What follows belongs to an exercise in optimizing a design on an open flow for small area and a short achievable clock period; a production flow would make more cautious choices.
Function was checked by simulation only, so behaviour that the tests miss may differ from the original.
Power and IR drop assume default switching activity.

**flow/constraint.sdc**
```tcl
create_clock -name core_clock -period 8.0 [get_ports {clk}]
set_input_delay 1.6000 -clock core_clock [delete_from_list [all_inputs] [get_ports {clk}]]
set_output_delay 1.6000 -clock core_clock [all_outputs]
set_load 0.01 [all_outputs]
```
**flow/standard.sh**
```bash
#!/bin/bash
# synth_recipe.tcl (not shown) runs the flow's synth.tcl, then flattens the netlist and writes it again
# the make line also repeats each setting of config.mk as NAME=value (left out here)
make -C /OpenROAD-flow-scripts/flow DESIGN_CONFIG=/design/flow/config.mk WORK_HOME=/design/flow/orfs CLKGATE_MAP_FILE= SYNTH_SCRIPT=/design/flow/synth_recipe.tcl "${@:-finish}"
```
**flow/design.v**
```verilog
package buff_writer_pkg;
  localparam int          DEF_N_BYTES   = 100;
  localparam int          DEF_ADDR_W    = 13;
  localparam logic [12:0] DEF_START_LOC = 13'h800;
  localparam int          CNT_W         = 7;
  typedef enum logic [1:0] {
    IDLE  = 2'd0,
    WRITE = 2'd1,
    DONE  = 2'd2
  } state_t;
endpackage
module D_FF_Reg #(
  parameter int N_BIT = 8
) (
  input  logic             clk,
  input  logic             rst,
  input  logic             en,
  input  logic [N_BIT-1:0] d,
  output logic [N_BIT-1:0] q
);
  always_ff @(posedge clk) begin
    if (rst)     q <= '0;
    else if (en) q <= d;
  end
endmodule
module UDL_CNT #(
  parameter int N_BIT = 7
) (
  input  logic             clk,
  input  logic             rst,
  input  logic             en,
  input  logic             up,
  input  logic             load,
  input  logic [N_BIT-1:0] din,
  output logic [N_BIT-1:0] q
);
  always_ff @(posedge clk) begin
    if (rst)       q <= '0;
    else if (load) q <= din;
    else if (en)   q <= up ? q + N_BIT'(1) : q - N_BIT'(1);
  end
endmodule
module buff_writer #(
  parameter int                N_BYTES   = buff_writer_pkg::DEF_N_BYTES,
  parameter int                ADDR_W    = buff_writer_pkg::DEF_ADDR_W,
  parameter logic [ADDR_W-1:0] START_LOC = ADDR_W'(buff_writer_pkg::DEF_START_LOC)
) (
  input  logic                 clk,
  input  logic                 rst,
  input  logic                 en,
  input  logic                 trg,
  input  logic [N_BYTES*8-1:0] data_in,
  output logic [ADDR_W-1:0]    mem_addr,
  output logic [7:0]           mem_data,
  output logic                 mem_we,
  output logic                 busy,
  output logic                 done
);
  localparam int CW = buff_writer_pkg::CNT_W;
  logic                   busy_q;    
  logic                   wr_q;      
  logic                   done_q;    
  logic [CW-1:0]          cnt;       
  logic [N_BYTES*8-1:8]   shadow;    
  logic [7:0]             cur;       
  logic [7:0]             nxt_byte;  
  logic                   idle;
  logic                   accept;
  logic                   step;
  logic                   last;
  assign idle   = ~busy_q;
  assign accept = idle && trg && en;
  assign step   = wr_q && en;
  assign last   = (cnt == CW'(N_BYTES - 1));
  always_ff @(posedge clk) begin
    if (rst) begin
      busy_q <= 1'b0;
      wr_q   <= 1'b0;
      done_q <= 1'b0;
    end else begin
      busy_q <= accept || wr_q;
      wr_q   <= accept || (wr_q && !(en && last));
      done_q <= step && last;
    end
  end
  always_ff @(posedge clk) begin
    if (rst || !wr_q || (en && last)) cnt <= '0;
    else if (en)                      cnt <= cnt + CW'(1);
  end
  always_ff @(posedge clk) begin
    if (idle) shadow <= data_in[N_BYTES*8-1:8];
  end
  localparam int NG = (N_BYTES + 1) / 3;   
  logic [3*NG-1:0]        sel;
  logic [7:0]             dec_lo;
  logic [15:0]            dec_hi;
  logic [7:0][NG-1:0]     grp_n;
  always_comb begin
    for (int j = 0; j < 8; j++)  dec_lo[j] = (cnt[2:0] == 3'(j));
    for (int k = 0; k < 16; k++) dec_hi[k] = (cnt[CW-1:3] == (CW-3)'(k));
    sel = '0;
    for (int i = 0; i < N_BYTES - 1; i++) sel[i] = dec_hi[i/8] & dec_lo[i%8];
  end
  for (genvar b = 0; b < 8; b++) begin : g_bit
    for (genvar g = 0; g < NG; g++) begin : g_grp
      logic [2:0] d;
      for (genvar t = 0; t < 3; t++) begin : g_term
        if (3*g + t < N_BYTES - 1) begin : g_on
          assign d[t] = shadow[8*(3*g+t+1) + b];
        end else begin : g_off
          assign d[t] = 1'b0;
        end
      end
      buff_writer_aoi3 u_aoi (.s(sel[3*g +: 3]), .d(d), .y(grp_n[b][g]));
    end
    assign nxt_byte[b] = ~&grp_n[b];
  end
  always_ff @(posedge clk) begin
    if (rst || !wr_q) cur <= (accept && !rst) ? data_in[7:0] : 8'h00;
    else if (en)      cur <= nxt_byte;
  end
  always_comb begin
    mem_we   = step;
    mem_addr = (step ? START_LOC : '0) + (ADDR_W'(cnt) & {ADDR_W{en}});
    mem_data = cur & {8{en}};
    busy     = busy_q;
    done     = done_q;
  end
endmodule
module buff_writer_aoi3 (
  input  logic [2:0] s,
  input  logic [2:0] d,
  output logic       y
);
  assign y = ~|(s & d);
endmodule
```
**flow/config.mk**
```make
export PLATFORM = sky130hd
export DESIGN_NAME = buff_writer
export DESIGN_NICKNAME = buff_writer
export VERILOG_FILES = /design/flow/design.v
export SDC_FILE = /design/flow/constraint.sdc
export NUM_CORES = 4
export LEC_CHECK = 0
export CAP_MARGIN = 20
export CORE_MARGIN = 2
export CORE_UTILIZATION = 62
export SETUP_SLACK_MARGIN = 4.6
export SLEW_MARGIN = 20
export SYNTH_HIERARCHICAL = 1
```
**flow/flow/io.tcl**
```tcl
# Keep the write port, en and the status pins together on one edge, with en
# in the middle of the outputs it gates, so the en -> output paths are short.
set_io_pin_constraint -group -order -region bottom:* -pin_names {
  mem_data[0] mem_data[1] mem_data[2] mem_data[3]
  mem_data[4] mem_data[5] mem_data[6] mem_data[7]
  en mem_we
  mem_addr[11] mem_addr[0] mem_addr[1] mem_addr[2] mem_addr[3]
  mem_addr[4] mem_addr[5] mem_addr[6]
}
set_io_pin_constraint -group -order -region bottom:* -pin_names {
  busy done trg rst
  mem_addr[7] mem_addr[8] mem_addr[9] mem_addr[10] mem_addr[12]
}
```
**flow/flow/run.sh**
```bash
#!/bin/bash
# Standard ORFS layout (the standard.sh, standard synthesis unchanged),
# with:
#  - the port buffers made from the smallest plain buffer instead of the
#    default delay cell (every input and output port still gets its buffer);
#  - the control and write-port pins kept together (flow/io.tcl), with pins
#    allowed one routing track apart;
#  - a clock tree of small buffers in clusters of up to 8 flip-flops,
#    without dummy balancing loads.
set -euo pipefail
export BUFFER_PORTS_ARGS="-buffer_cell sky130_fd_sc_hd__buf_1"
export IO_CONSTRAINTS="$PWD/flow/io.tcl"
export PLACE_PINS_ARGS="-min_distance 1 -min_distance_in_tracks"
export CTS_ARGS="-sink_clustering_enable -repair_clock_nets -sink_clustering_size 8 -sink_clustering_max_diameter 30 -buf_list sky130_fd_sc_hd__clkbuf_4 -dont_use_dummy_load"
bash standard.sh finish > standard.log 2>&1
```
==> results.txt <==
flip-flops by register name (all words and copies together), names as in the netlist:
register	cells
busy_q	1
cur	8
cnt	7
wr_q	1
done_q	1
shadow	792
placed cells by master (no fill, tap or decap), types with 7 or more instances in the layout:
cell type  instances
buf_1            803
nor2_1           106
buf_4              7
nor3_1            15
clkbuf_4         143
edfxtp_1         800
buf_6             20
a31oi_1            8
nand3_1           14
diode_2          111
a21oi_1           10
and2_4            16
a222oi_1         264
nand2_1           18
nand4_1           58
stage by stage:
stage                     hold WS [ns]  TNS [ns]  std cells
final                            0.607         0       3064
after global routing             0.621         0       3052
after CTS                        0.596         0       2947
after detailed placement         0.615         0       2801
after global placement           0.618         0       2801
after floorplan                  0.552  -3685.20       1397
logic make-up (layout without fill, tap and decap cells):
group	after synthesis	in the layout	share of synthesized area [%]
xor+xnor	3	3	0.0920
flops	810	810	84.8
mux	2	2	0.0744
other cells	1	116	0.0131
fa+ha+maj	6	6	0.263
simple gates	256	256	4.45
buf+inv	30	986	0.630
compound gates	285	285	9.71
layer usage:
metal / wire, um / part of all wire [%] / vias to the layer above
li1: - / - / 8327
met5: 179 / 0.19 / -
met2: 43000 / 46 / 1796
met4: 8550 / 9.1 / 30
met1: 29000 / 31 / 9605
met3: 12700 / 14 / 416
Yosys stat by module, one instance, submodules excluded:
| module | cells | times used |
|---|---|---|
| buff_writer_aoi3 | 1 | 264 |
| buff_writer | 1129 | 1 |
cell type report:
class / instances / share of cell area, %
timing repair buffer: 837 / 10.1
tap: 600 / 2.20
sequential: 810 / 70.9
inverter: 6 / 0.0989
antenna: 111 / 0.813
clock buffer: 143 / 3.14
multi-input combinational: 557 / 12.7
power groups by stage:
stage	combinational [mW]	clock [mW]	sequential, mW
6_report	0.351	2.14	5.21
3_5_place_dp	0.322	0	5.30
3_3_place_gp	0.310	0	5.29
2_1_floorplan	0.122	0	5.39
5_1_grt	0.379	2.34	5.24
4_1_cts	0.336	2.15	5.21
worst paths after layout:
kind	startpoint	end	slack [ns]	depth (start not counted)
max reg2reg	cnt[2]	cur[7]	4.55	8
min reg2reg	cnt[5]	cnt[5]	0.61	2
min	cnt[5]	cnt[5]	0.61	2
max	en	mem_addr[11]	4.42	3
worst min-delay path, delay by kind of cell (launching register included):
kind,cells,cell delay [ns]
AO/OA/AOI/OAI,2,0.16
flip-flops,1,0.41
timing repair:
action	4_1_cts	5_1_grt
gates resized for setup	65	26
pin swaps	0	3
setup buffers	1	5
setup endpoints to repair	26	188
gates cloned	2	0
==> metrics.md <==
| Metric | Value |
|---|---|
| Status | `finished clean` |
| Seq cells post-synth | `810` |
| Vias in the first global route | `19400` |
| Fin util | `75.1%` |
| CP Cell Sequence | `buf_16 > and2_4 > buf_6` |
| Post-synth ARST share | `0%` |
| Pre-CTS setup slack | `3.73 ns` |
| Initial antenna violation count | `111` |
| Clock Power Share | `27.8%` |
| Critical path class | `primary input to output pin` |
| Core ar. | `45500 sq um` |
| Power Dens Cells | `225 nW/um^2` |
| CP max stage delay | `0.14 ns` |
| I/O Pins | `828` |
| CTS root buffer | `clkbuf_4` |
| Setup ws final | `4.42 ns` |
| RePlAce Congestion | `1.00` |
| Tightest Pin Transition | `1.14 ns` |
| Area Growth Syn to Fin | `19.5%` |
| Tmin final | `3.58 ns` |
| Critical Path End Type | `output pin` |
| Avg Cell Area, Syn | `20.5 sq um` |
| Rel. slew slack | `23.9%` |
| WL per Instance | `30.5 um` |
| Vias/cell | `6.58` |
| Most frequent cell after synthesis | `edfxtp_1` |
| CP bufs+invs | `2` |
| Psw | `1.66 mW` |
| Pin count of the biggest net entering global routing | `208` |
| CP Data Arrival Time | `1.98 ns` |
| Top-area cell type share of the netlist area | `84.1%` |
| CP max stage cell | `and2_4` |
| Hold_buf cts | `0` |
| CTS Buf Count | `143` |
| Final Instance Area | `34200 sq um` |
| Mapped Cells | `1393` |
| Final period util | `44.7%` |
| Remaining DRCs | `0` |
| Row count | `78` |
| GR Util All Layers | `38.2%` |
| Sequential share of the synthesized area | `84.8%` |
| GRT Residual Overflow | `0` |
| Iteration-0 DRC Markers | `3906` |
| Final setup fails | `0` |
| Die area | `47800 sq um` |
| Mapped Area | `28600 sq um` |
| DIE WIDTH | `219 um` |
| Share of cells above drive strength 1 | `9.52%` |
| Seq pwr share | `67.7%` |
| RSZ-0062 raised after global routing | `true` |
| Leak pwr | `11.4 nW` |
| Yosys cell types | `35` |
| Final nets | `3165` |
| Die Span Y | `219 um` |
| Max H-tree Level | `4` |
| Hold Violations, Final | `0` |
| Top post-synthesis cells by area | `edfxtp_1 84%, a222oi_1 9.2%, nor2_1 1.4%, nand4_1 1.3%, dfxtp_1 0.70%` |
| Initial core utilization | `62.8%` |
| Area leader, netlist | `edfxtp_1` |
| Sequential Area | `24200 sq um` |
| Gr busiest metal | `met2` |
| Crit path max-delay family | `buffers and inverters` |
| Post-DP Area | `32300 sq um` |
| Final Max Slew Viols | `0` |
| Hold WC Path Type | `flop to flop` |
| Commonest cells post-synth | `800 x edfxtp_1, 264 x a222oi_1, 106 x nor2_1, 58 x nand4_1, 24 x nand2_1` |
| Met2 usage | `55.0%` |
| Worst-path fanout max | `6` |
| Pint | `6.04 mW` |
| CTS tree | `built` |
| Tot Pwr | `7.70 mW` |
| PortBufs | `822` |
| Number of max-cap violations | `0` |
| Worst vdd ir | `0.157 mV` |
| Synth warn | `7` |
| Logic gate share of total power | `4.6%` |
| Met1 Use GR | `43.7%` |
| Clk buf depth | `3` |
| TritonRoute pass-1 iters | `9` |
| Wire length of the first global-routing pass | `124 mm` |
| CP Launch Type | `primary input` |
| Post-synth EDFFs | `800` |
| # fillers | `2948` |
| Routed WL | `93.4 mm` |
| Met3 Resource Use GR | `15.7%` |
| Clk Latency, worst-skew pair | `1.03 ns` |
| Switching share of power | `21.6%` |
| Post-route ant nets | `0` |
| Via count | `20200` |
| Worst-path clk slew | `0.09 ns` |
| Critical Path RT | `6.40 ns` |
| Multi-input gate area | `4350 sq um` |
| Clock skew | `0.0703 ns` |
| CTS sink count | `810` |
| Top FF cell, synth | `edfxtp_1` |
| Final HPWL from detailed placement | `66.2 mm` |
| Maximum clock frequency | `279 MHz` |

## separate check: timing with driven ports
The flow's constraints put no driver on any port. The routed layout listed below was extracted and timed again, unchanged, in two steps.
Step 1, drivers: a clkbuf_16 drives clk and a buf_2 each remaining input, both assumed.
Step 2 times the ports against the registers' clock, not the clock port: input delays grow and output delays shrink by t, the midpoint of the rising clock arrivals with the driver on.
Three values: no drivers, after step 1, after step 2; two values: the first two.
t, ns: 1.054
slack for setup (ns): 4.421 / 4.215 / 4.215
worst hold slack (ns): 0.607 / 0.607 / 0.607
worst data-port slew with drivers (ns): 0.24
After both steps this run still meets setup and hold. For this run, drivers alone change the setup slack by -0.206 ns; drivers and shift together by -0.206 ns.
